Background: an optimization exercise with open tools, aiming at small area, a short achievable clock period and few clock cycles. Do not read the settings as production practice.
The RTL was checked by simulation tests, not by an equivalence proof against the original design.

rev 12:
==> flow/design.v (excerpt) <==
module muldiv_sched (
    input  logic        clk,
    input  logic        rst_n,
    input  logic        ex_mult,
    input  logic        ex_div,
    input  logic        ex_signed,
    input  logic        ex_mthi,
    input  logic        ex_mtlo,
    input  logic [31:0] ex_rs,
    input  logic [31:0] ex_rt,
    input  logic        id_hilo_use,
    output logic [31:0] hi,
    output logic [31:0] lo,
    output logic        busy,
    output logic        stall
);
Size in the first run: roughly 3,600 cells after synthesis, about 140 I/O pins, roughly 28,000 um2 of cells after synthesis.
Settings: LEC_CHECK=0, CAP_MARGIN=20, CORE_MARGIN=2, CORE_UTILIZATION=40, SETUP_SLACK_MARGIN=5, SLEW_MARGIN=20; clock period 10.0 ns.
run.sh (not shown) runs the stock make flow with config.mk's settings and CLKGATE_MAP_FILE= SYNTH_SCRIPT=/design/flow/synth_recipe.tcl, a recipe that flattens the netlist after the stock synthesis.
Rev 12: no failed stages, no open violations at the end
Testbench counts of rev 12, summed over its fixed seeds: cycles 5,406.
What rev 13 does differently from rev 12 at the input level:
--- a/flow/design.v
+++ b/flow/design.v
@@ -22,14 +22,16 @@
     logic [33:0] hc_q, hc_d;           
     logic        c8_q, c8_d;           
     logic [32:0] b_q, b_d;             
     logic        cor_q, cor_d;         
     logic [1:0]  nb_q, nb_d;           
     logic        negq_q, negq_d, negr_q, negr_d;
     logic        mcpa_q, mcor_q;       
+    logic        sw_q, sw_d;           
+    logic        msx_q, msx_d;         
     logic        rs_neg, rt_neg;
     logic [31:0] rs_mag, rt_mag;
     assign rs_neg = ex_signed & ex_rs[31];
     assign rt_neg = ex_signed & ex_rt[31];
     assign rs_mag = rs_neg ? (~ex_rs + 32'd1) : ex_rs;
     assign rt_mag = rt_neg ? (~ex_rt + 32'd1) : ex_rt;
     function automatic logic [1:0] sbytes(input logic [31:0] x);
@@ -59,21 +61,22 @@
     logic [TW-1:0] row [4];
     logic [TW-1:0] krow, accs, accc;
     logic [TW-1:0] sa, ca, s1, c1, s2, c2, s3, c3, s4, c4;
     logic [8:0]  lowsum;
     logic [3:0]  one_q, one_d, two_q, two_d, neg_q, neg_d;
     logic [8:0]  nmb;
     logic [11:0] nenc;
-    assign nmb = (state_q == S_IDLE) ? {use_rs ? ex_rs[7:0] : ex_rt[7:0], 1'b0} : lo_q[15:7];
+    assign nmb = (state_q == S_IDLE) ? {use_rs ? ex_rs[7:0] : ex_rt[7:0], 1'b0}
+               : sw_q ? b_q[15:7] : lo_q[15:7];
     for (genvar m = 0; m < 4; m++) begin : g_enc
         assign nenc[8 + m] = nmb[2*m] ^ nmb[2*m+1];
         assign nenc[4 + m] = (nmb[2*m +: 3] == 3'b011) | (nmb[2*m +: 3] == 3'b100);
         assign nenc[m]     = nmb[2*m+2];
     end
-    assign bx = {b_q[32], b_q};
+    assign bx = sw_q ? {msx_q, msx_q, lo_q} : {b_q[32], b_q};
     function automatic logic [TW-1:0] maj(input logic [TW-1:0] a, input logic [TW-1:0] b,
                                           input logic [TW-1:0] c);
         maj = (a & b) | (a & c) | (b & c);
     endfunction
     always_comb begin
         for (int m = 0; m < 4; m++) begin
             logic [33:0] sel;
@@ -149,37 +152,35 @@
         hc_d    = hc_q;
         c8_d    = c8_q;
         b_d     = b_q;
         one_d   = one_q;
         two_d   = two_q;
         neg_d   = neg_q;
         cor_d   = cor_q;
+        sw_d    = sw_q;
+        msx_d   = msx_q;
         nb_d    = nb_q;
         negq_d  = negq_q;
         negr_d  = negr_q;
         case (state_q)
             S_IDLE: begin
                 if (ex_mult) begin
                     state_d = S_MUL;
                     cnt_d   = {2'b0, use_rs ? nb_rs : nb_rt};
                     nb_d    = use_rs ? nb_rs : nb_rt;
                     hi_d    = '0;
                     hx_d    = 2'b10;
                     hc_d    = '0;
                     c8_d    = 1'b0;
                     {one_d, two_d, neg_d} = nenc;
-                    if (use_rs) begin
-                        lo_d  = ex_rs;
-                        b_d   = {ex_signed & ex_rt[31], ex_rt};
-                        cor_d = !ex_signed && ex_rs[31];
-                    end else begin
-                        lo_d  = ex_rt;
-                        b_d   = {ex_signed & ex_rs[31], ex_rs};
-                        cor_d = !ex_signed && ex_rt[31];
-                    end
+                    lo_d  = ex_rt;
+                    b_d   = {ex_signed & ex_rs[31], ex_rs};
+                    msx_d = ex_signed & ex_rt[31];
+                    sw_d  = use_rs;
+                    cor_d = !ex_signed && (use_rs ? ex_rs[31] : ex_rt[31]);
                 end else if (ex_div && ex_rt != 32'd0) begin
                     state_d = S_DNORM;
                     hi_d    = rs_mag;
                     lo_d    = '0;
                     b_d     = {1'b0, rt_mag};
                     negq_d  = rs_neg ^ rt_neg;
                     negr_d  = rs_neg;
@@ -191,15 +192,17 @@
                     if (ex_mtlo) lo_d = ex_rs;
                 end
             end
             S_MUL: begin
                 {hx_d, hi_d} = s4[41:8];
                 hc_d  = c4[41:8];
                 c8_d  = lowsum[8];
-                lo_d  = {lowsum[7:0], lo_q[31:8]};
+                lo_d  = {lowsum[7:0], sw_q ? b_q[31:8] : lo_q[31:8]};
+                if (sw_q) b_d = {msx_q, lo_q};
+                sw_d  = 1'b0;
                 {one_d, two_d, neg_d} = nenc;
                 cnt_d = cnt_q - 4'd1;
                 if (cnt_q == 4'd0) state_d = S_MCPA;
             end
             S_MCPA: begin
                 case (nb_q)
                     2'd0: begin hi_d = {{24{a2[32]}}, a2[31:24]}; lo_d = {a2[23:0], lo_q[31:24]}; end
@@ -261,14 +264,16 @@
         hc_q   <= hc_d;
         c8_q   <= c8_d;
         b_q    <= b_d;
         one_q  <= one_d;
         two_q  <= two_d;
         neg_q  <= neg_d;
         cor_q  <= cor_d;
+        sw_q   <= sw_d;
+        msx_q  <= msx_d;
         nb_q   <= nb_d;
         negq_q <= negq_d;
         negr_q <= negr_d;
     end
     assign busy  = (state_q != S_IDLE);
     assign stall = busy & id_hilo_use;
     assign hi    = hi_q;
Findings:
- Between rev 13 and rev 12, the sequential area share after synthesis figures differ only marginally.
- Diff rev 12 -> rev 13: post-synthesis instance total rose 67; number of non-clock buffers rose 21; wire length of the first global-routing pass rose 23,000 um.
- Rev 13 vs rev 12: tap cell count up slightly
- Setup slack: rev 13 worse than rev 12
- Count of clock-buffer cells in the layout up 1 in rev 13 wrt rev 12
Testbench counts of rev 13, summed over its fixed seeds: cycles 5,406.

==> static timing again, ports no longer ideal <==
How much do the figures lean on ideal ports? The routed layouts below were timed once more, with nothing changed but the port constraints.
Step 1: set_driving_cell puts a clkbuf_16 on clk and a buf_2 on each other input, an assumption about the parent block.
Step 2 also shifts input and output timing later by t, the mid clock arrival at the registers, as if the neighbouring blocks saw the same clock.
Slacks: no drivers / after step 1 / after step 2; pairs: no drivers / after step 1.
| run | t, ns | setup slack, ns | worst hold slack (ns) | pins driven straight from the clock port |
|---|---|---|---|---|
| rev 12 | 0.583 | 4.919 / 4.919 / 4.405 | 0.597 / 0.597 / 0.597 | 1 |
| rev 13 | 0.585 | 4.836 / 4.877 / 4.292 | 0.592 / 0.592 / 0.592 | 1 |
After both steps every run listed still meets setup and hold. For rev 13, which loses most, drivers alone change the setup slack by +0.041 ns; drivers and shift together by -0.544 ns.
